Background: an optimization exercise with open tools, aiming at small area. Do not read the settings as production practice. The RTL was checked by simulation tests, not by an equivalence proof against the original design. Power and IR drop assume default switching activity.

Design wishbone_intercon, start of the top module:
module wishbone_intercon
#(
  parameter int DATA_W = wishbone_pkg::DEF_DATA_W,
  parameter int ADR_W  = wishbone_pkg::DEF_ADR_W
) (
  input  logic              CLK_I,
  input  logic              RST_I,
  input  logic [DATA_W-1:0] DATA_INPUT,
  input  logic [ADR_W-1:0]  ADR_INPUT,
  input  logic              WE_INPUT,
  input  logic              SMP,
  output logic [DATA_W-1:0] DATA_OUTPUT
);
  localparam int NW  = 2 * wishbone_pkg::SLV_DEPTH;   
  localparam int NB3 = NW / 3;                         
  localparam int NB  = NB3 + 1;                        
  logic              b1_q, b2_q;
  logic              we_q, map_q;
  logic [4:0]        wa_q;             
  logic              pend_q;           
  logic [1:0]        ph3_q;            
  logic              ph2_q;            
  logic [NB-1:0]     wr;               
  logic [NB-1:0]     wrn;              
  logic [1:0]        clr_q;            
  logic [DATA_W-1:0] x_q;              
  logic [DATA_W-1:0] dout_q;
  logic              accept;
  logic [4:0]        ia, wa_d;
  logic              pend_d;
  logic [1:0]        ph3_d;
  logic              ph2_d;
  assign accept = ~b1_q & ~b2_q & (WE_INPUT | SMP);
  assign ia     = {ADR_INPUT[6], ADR_INPUT[3:0]};
  assign wa_d   = accept ? ia : wa_q;
  assign pend_d = (accept & WE_INPUT & ADR_INPUT[7]) | (pend_q & ~|wr);
  assign ph3_d  = (ph3_q == 2'd2) ? 2'd0 : ph3_q + 2'd1;
  assign ph2_d  = ~ph2_q;
  logic [NB-1:0] bank_i, bank_a;
  logic [1:0]    k_i, k_a;
  wb_locate #(.NB(NB)) u_loc_i (.a (ia),   .bank (bank_i), .k (k_i));
  wb_locate #(.NB(NB)) u_loc_a (.a (wa_q), .bank (bank_a), .k (k_a));
  logic at0_a, at0_i, atl_a, atl_i;
  wb_where u_where_i (.k (k_i), .two (bank_i[NB3]), .ph3 (ph3_q), .ph2 (ph2_q),
                      .at0 (at0_i), .atl (atl_i));
  wb_where u_where_a (.k (k_a), .two (bank_a[NB3]), .ph3 (ph3_q), .ph2 (ph2_q),
                      .at0 (at0_a), .atl (atl_a));
  logic acc_rd, busy_rd;
  assign acc_rd  = accept & ~WE_INPUT & ADR_INPUT[7];
  assign busy_rd = (b1_q | b2_q) & ~we_q & map_q;
  logic first_n;
  assign first_n = (clr_q != 2'd3);
  assign wrn = ~wr & {NB{clr_q == 2'd0}};
  logic [NB-1:0]             tsel;
  logic [NB*DATA_W-1:0]      tap;
  for (genvar b = 0; b < NB; b++) begin : g_bank
    localparam int N = (b < NB3) ? 3 : 2;
  ...
Size in the first run: ~4,400 cells after synthesis, roughly 140 I/O pins.
==> module wb_where, before the edit <==
module wb_where (
  input  logic [1:0] k,
  input  logic       two,
  input  logic [1:0] ph3,
  input  logic       ph2,
  output logic       at0,
  output logic       atl
);
  logic [1:0] s3;
  always_comb begin
    case ({k, ph3})
      4'b00_00, 4'b01_10, 4'b10_01: s3 = 2'd0;
      4'b00_01, 4'b01_00, 4'b10_10: s3 = 2'd1;
      default:                      s3 = 2'd2;
    endcase
    if (two) begin
      at0  = (k[0] == ph2);
      atl  = (k[0] != ph2);
    end else begin
      at0  = (s3 == 2'd0);
      atl  = (s3 == 2'd2);
    end
  end
endmodule
==> module wishbone_intercon, before the edit <==
module wishbone_intercon
#(
  parameter int DATA_W = wishbone_pkg::DEF_DATA_W,
  parameter int ADR_W  = wishbone_pkg::DEF_ADR_W
) (
  input  logic              CLK_I,
  input  logic              RST_I,
  input  logic [DATA_W-1:0] DATA_INPUT,
  input  logic [ADR_W-1:0]  ADR_INPUT,
  input  logic              WE_INPUT,
  input  logic              SMP,
  output logic [DATA_W-1:0] DATA_OUTPUT
);
  localparam int NW  = 2 * wishbone_pkg::SLV_DEPTH;   
  localparam int NB3 = NW / 3;                         
  localparam int NB  = NB3 + 1;                        
  logic              b1_q, b2_q;
  logic              we_q, map_q;
  logic [4:0]        wa_q;             
  logic              pend_q;           
  logic [1:0]        ph3_q;            
  logic              ph2_q;            
  logic [NB-1:0]     wr;               
  logic [NB-1:0]     wrn;              
  logic [1:0]        clr_q;            
  logic [DATA_W-1:0] x_q;              
  logic [DATA_W-1:0] dout_q;
  logic              accept;
  logic [4:0]        ia, wa_d;
  logic              pend_d;
  logic [1:0]        ph3_d;
  logic              ph2_d;
  assign accept = ~b1_q & ~b2_q & (WE_INPUT | SMP);
  assign ia     = {ADR_INPUT[6], ADR_INPUT[3:0]};
  assign wa_d   = accept ? ia : wa_q;
  assign pend_d = (accept & WE_INPUT & ADR_INPUT[7]) | (pend_q & ~|wr);
  assign ph3_d  = (ph3_q == 2'd2) ? 2'd0 : ph3_q + 2'd1;
  assign ph2_d  = ~ph2_q;
  logic [NB-1:0] bank_i, bank_a;
  logic [1:0]    k_i, k_a;
  wb_locate #(.NB(NB)) u_loc_i (.a (ia),   .bank (bank_i), .k (k_i));
  wb_locate #(.NB(NB)) u_loc_a (.a (wa_q), .bank (bank_a), .k (k_a));
  logic at0_a, at0_i, atl_a, atl_i;
  wb_where u_where_i (.k (k_i), .two (bank_i[NB3]), .ph3 (ph3_q), .ph2 (ph2_q),
                      .at0 (at0_i), .atl (atl_i));
  wb_where u_where_a (.k (k_a), .two (bank_a[NB3]), .ph3 (ph3_q), .ph2 (ph2_q),
                      .at0 (at0_a), .atl (atl_a));
  logic acc_rd, busy_rd;
  assign acc_rd  = accept & ~WE_INPUT & ADR_INPUT[7];
  assign busy_rd = (b1_q | b2_q) & ~we_q & map_q;
  logic first_n;
  assign first_n = (clr_q != 2'd3);
  assign wrn = ~wr & {NB{clr_q == 2'd0}};
  logic [NB-1:0]             tsel;
  logic [NB*DATA_W-1:0]      tap;
  for (genvar b = 0; b < NB; b++) begin : g_bank
    localparam int N = (b < NB3) ? 3 : 2;
    assign tsel[b] = (acc_rd & first_n & at0_i & bank_i[b]) | (busy_rd & at0_a & bank_a[b]);
    assign wr[b]   = pend_q & atl_a & bank_a[b];
    wb_slave_regfile #(.DATA_W(DATA_W), .DEPTH(N)) u_bank (
      .clk  (CLK_I),
      .wr   (wr[b]),
      .wrn  (wrn[b]),
      .wdat (x_q),
      .tap  (tap[b * DATA_W +: DATA_W])
    );
  end
  logic x_in, x_cap, x_keep;
  assign x_in   = accept & WE_INPUT;
  assign x_cap  = (accept & ~WE_INPUT & at0_i) | (b1_q & ~we_q & at0_a) |
                  (b2_q & ~we_q & (~map_q | at0_a));
  assign x_keep = ~x_in & ~x_cap;
  logic [DATA_W-1:0] x_d, dout_d;
  wb_onehot_mux13 #(.DATA_W(DATA_W)) u_xmux (
    .sel ({x_keep, x_in, tsel}),
    .d   ({x_q, DATA_INPUT, tap}),
    .y   (x_d)
  );
  logic o_ld, o_keep;
  assign o_ld   = b2_q & ~we_q;
  assign o_keep = ~o_ld;
  wb_onehot_mux #(.DATA_W(DATA_W), .N(2)) u_omux (
    .sel ({o_ld, o_keep}),
    .d   ({x_d, dout_q}),
    .y   (dout_d)
  );
  always_ff @(posedge CLK_I) begin
    x_q <= x_d;
  end
  always_ff @(posedge CLK_I or posedge RST_I) begin
    if (RST_I) begin
      b1_q   <= 1'b0;
      b2_q   <= 1'b0;
      we_q   <= 1'b0;
      map_q  <= 1'b0;
      wa_q   <= '0;
      pend_q <= 1'b0;
      ph3_q  <= '0;
      ph2_q  <= 1'b0;
      clr_q  <= 2'd3;
      dout_q <= '0;
    end else begin
      b1_q   <= accept;
      b2_q   <= b1_q;
      ph3_q  <= ph3_d;
      ph2_q  <= ph2_d;
      pend_q <= pend_d;
      wa_q   <= wa_d;
      clr_q  <= clr_q - {1'b0, clr_q != 2'd0};
      if (accept) begin
        we_q  <= WE_INPUT;
        map_q <= ADR_INPUT[7];
      end
      dout_q <= dout_d;
    end
  end
  assign DATA_OUTPUT = dout_q;
endmodule
clock: 5.0 ns
lec_check: 0
cap_margin: 20
core_margin: 2
core_utilization: 62
cts_buf_list: sky130_fd_sc_hd__clkbuf_8
cts_cluster_diameter: 50
cts_cluster_size: 20
place_density: 0.75
slew_margin: 20
synth_hierarchical: 1
synth_minimum_keep_size: 0
standard.sh (not shown) runs the stock make flow with config.mk's settings and CLKGATE_MAP_FILE= SYNTH_SCRIPT=/design/flow/synth_recipe.tcl, a recipe that flattens the netlist after the stock synthesis.
==> flow/flow/run.sh <==
#!/bin/bash
# Standard ORFS layout (the standard.sh, unchanged synthesis) with two
# changes passed to ORFS's own scripts through their environment variables:
#  - CTS: clkbuf_8 clock buffers, clusters of up to 20 sinks, no dummy loads;
#  - port buffers: buf_1 instead of the default buffer cell.
# make's full output goes to flow_make.log; each ORFS step keeps its own log
# under orfs/logs/.
set -euo pipefail
export CTS_ARGS="-sink_clustering_enable -repair_clock_nets -buf_list sky130_fd_sc_hd__clkbuf_8 -sink_clustering_size 20 -sink_clustering_max_diameter 50 -dont_use_dummy_load"
export BUFFER_PORTS_ARGS="-buffer_cell sky130_fd_sc_hd__buf_1"
bash standard.sh > flow_make.log 2>&1
Next try:
--- a/flow/design.v
+++ b/flow/design.v
@@ -118,21 +118,19 @@
   input  logic [1:0] ph3,
   input  logic       ph2,
   output logic       at0,
-  output logic       atl
-);
+  output logic       last
+);
+  logic [2:0] t;
   logic [1:0] s3;
   always_comb begin
-    case ({k, ph3})
-      4'b00_00, 4'b01_10, 4'b10_01: s3 = 2'd0;
-      4'b00_01, 4'b01_00, 4'b10_10: s3 = 2'd1;
-      default:                      s3 = 2'd2;
-    endcase
+    t  = {1'b0, k} + {1'b0, ph3};
+    s3 = (t >= 3'd3) ? 2'(t - 3'd3) : t[1:0];
     if (two) begin
       at0  = (k[0] == ph2);
-      atl  = (k[0] != ph2);
+      last = (k[0] == ph2);
     end else begin
       at0  = (s3 == 2'd0);
-      atl  = (s3 == 2'd2);
+      last = (s3 == 2'd1);
     end
   end
 endmodule
@@ -158,7 +156,7 @@
   logic              pend_q;           
   logic [1:0]        ph3_q;            
   logic              ph2_q;            
-  logic [NB-1:0]     wr;               
+  logic [NB-1:0]     wr_q;             
   logic [NB-1:0]     wrn;              
   logic [1:0]        clr_q;            
   logic [DATA_W-1:0] x_q;              
@@ -171,33 +169,35 @@
   assign accept = ~b1_q & ~b2_q & (WE_INPUT | SMP);
   assign ia     = {ADR_INPUT[6], ADR_INPUT[3:0]};
   assign wa_d   = accept ? ia : wa_q;
-  assign pend_d = (accept & WE_INPUT & ADR_INPUT[7]) | (pend_q & ~|wr);
+  assign pend_d = (accept & WE_INPUT & ADR_INPUT[7]) | (pend_q & ~|wr_q);
   assign ph3_d  = (ph3_q == 2'd2) ? 2'd0 : ph3_q + 2'd1;
   assign ph2_d  = ~ph2_q;
   logic [NB-1:0] bank_i, bank_a;
   logic [1:0]    k_i, k_a;
   wb_locate #(.NB(NB)) u_loc_i (.a (ia),   .bank (bank_i), .k (k_i));
   wb_locate #(.NB(NB)) u_loc_a (.a (wa_q), .bank (bank_a), .k (k_a));
-  logic at0_a, at0_i, atl_a, atl_i;
+  logic at0_a, at0_i, last_a, last_i;
   wb_where u_where_i (.k (k_i), .two (bank_i[NB3]), .ph3 (ph3_q), .ph2 (ph2_q),
-                      .at0 (at0_i), .atl (atl_i));
+                      .at0 (at0_i), .last (last_i));
   wb_where u_where_a (.k (k_a), .two (bank_a[NB3]), .ph3 (ph3_q), .ph2 (ph2_q),
-                      .at0 (at0_a), .atl (atl_a));
-  logic acc_rd, busy_rd;
+                      .at0 (at0_a), .last (last_a));
+  logic acc_rd, acc_wr, busy_rd, pend_keep;
   assign acc_rd  = accept & ~WE_INPUT & ADR_INPUT[7];
+  assign acc_wr  = accept & WE_INPUT & ADR_INPUT[7];
+  assign pend_keep = pend_q & ~|wr_q;
   assign busy_rd = (b1_q | b2_q) & ~we_q & map_q;
   logic first_n;
   assign first_n = (clr_q != 2'd3);
-  assign wrn = ~wr & {NB{clr_q == 2'd0}};
-  logic [NB-1:0]             tsel;
+  assign wrn = ~wr_q & {NB{clr_q == 2'd0}};
+  logic [NB-1:0]             tsel, wr_d;
   logic [NB*DATA_W-1:0]      tap;
   for (genvar b = 0; b < NB; b++) begin : g_bank
     localparam int N = (b < NB3) ? 3 : 2;
     assign tsel[b] = (acc_rd & first_n & at0_i & bank_i[b]) | (busy_rd & at0_a & bank_a[b]);
-    assign wr[b]   = pend_q & atl_a & bank_a[b];
+    assign wr_d[b] = (acc_wr & last_i & bank_i[b]) | (pend_keep & last_a & bank_a[b]);
     wb_slave_regfile #(.DATA_W(DATA_W), .DEPTH(N)) u_bank (
       .clk  (CLK_I),
-      .wr   (wr[b]),
+      .wr   (wr_q[b]),
       .wrn  (wrn[b]),
       .wdat (x_q),
       .tap  (tap[b * DATA_W +: DATA_W])
@@ -214,11 +214,10 @@
     .d   ({x_q, DATA_INPUT, tap}),
     .y   (x_d)
   );
-  logic o_ld, o_keep;
-  assign o_ld   = b2_q & ~we_q;
-  assign o_keep = ~o_ld;
+  logic o_ld_q, o_keep;
+  assign o_keep = ~o_ld_q;
   wb_onehot_mux #(.DATA_W(DATA_W), .N(2)) u_omux (
-    .sel ({o_ld, o_keep}),
+    .sel ({o_ld_q, o_keep}),
     .d   ({x_d, dout_q}),
     .y   (dout_d)
   );
@@ -235,7 +234,9 @@
       pend_q <= 1'b0;
       ph3_q  <= '0;
       ph2_q  <= 1'b0;
+      wr_q   <= '0;
       clr_q  <= 2'd3;
+      o_ld_q   <= 1'b0;
       dout_q <= '0;
     end else begin
       b1_q   <= accept;
@@ -244,7 +245,9 @@
       ph2_q  <= ph2_d;
       pend_q <= pend_d;
       wa_q   <= wa_d;
+      wr_q   <= wr_d;
       clr_q  <= clr_q - {1'b0, clr_q != 2'd0};
+      o_ld_q   <= b1_q & ~we_q;
       if (accept) begin
         we_q  <= WE_INPUT;
         map_q <= ADR_INPUT[7];
Total power drops by 3.8%.
Synthesized cell count goes up by 0.66%.
Maximum frequency went down by 14%.
Non-clock buffer count rises by 56.
Wire length came out higher by 1.1%.

## afterwards: timing with drivers on the ports
In the flow no input, the clock included, has a driving cell. The finished layouts below were timed again as built, in two steps.
Step 1 (the two cells are an assumption about what drives the block):
set clk [get_ports {CLK_I}]
set_driving_cell -lib_cell sky130_fd_sc_hd__clkbuf_16 $clk
set_driving_cell -lib_cell sky130_fd_sc_hd__buf_2 [delete_from_list [all_inputs] $clk]
Step 2, shift: input delay + t, output delay - t, t = (earliest + latest rising clock arrival at the registers) / 2. This alone moves slack from input paths to output paths.
a / b / c = no drivers / after step 1 / after step 2; a / b = the first two.
| run | t, ns | setup slack, ns | slew at the worst register clock pin (ns) |
|---|---|---|---|
| the first run | 0.875 | 0.898 / 0.898 / 0.175 | 0.12 / 0.12 |
| the second run | 0.886 | 0.216 / 0.260 / -0.626 | 0.12 / 0.12 |
With both steps, setup timing fails in the second run, where it was met with ideal ports. The setup slack of the second run, which loses most, moves by +0.044 ns with the drivers and by -0.842 ns with both steps.
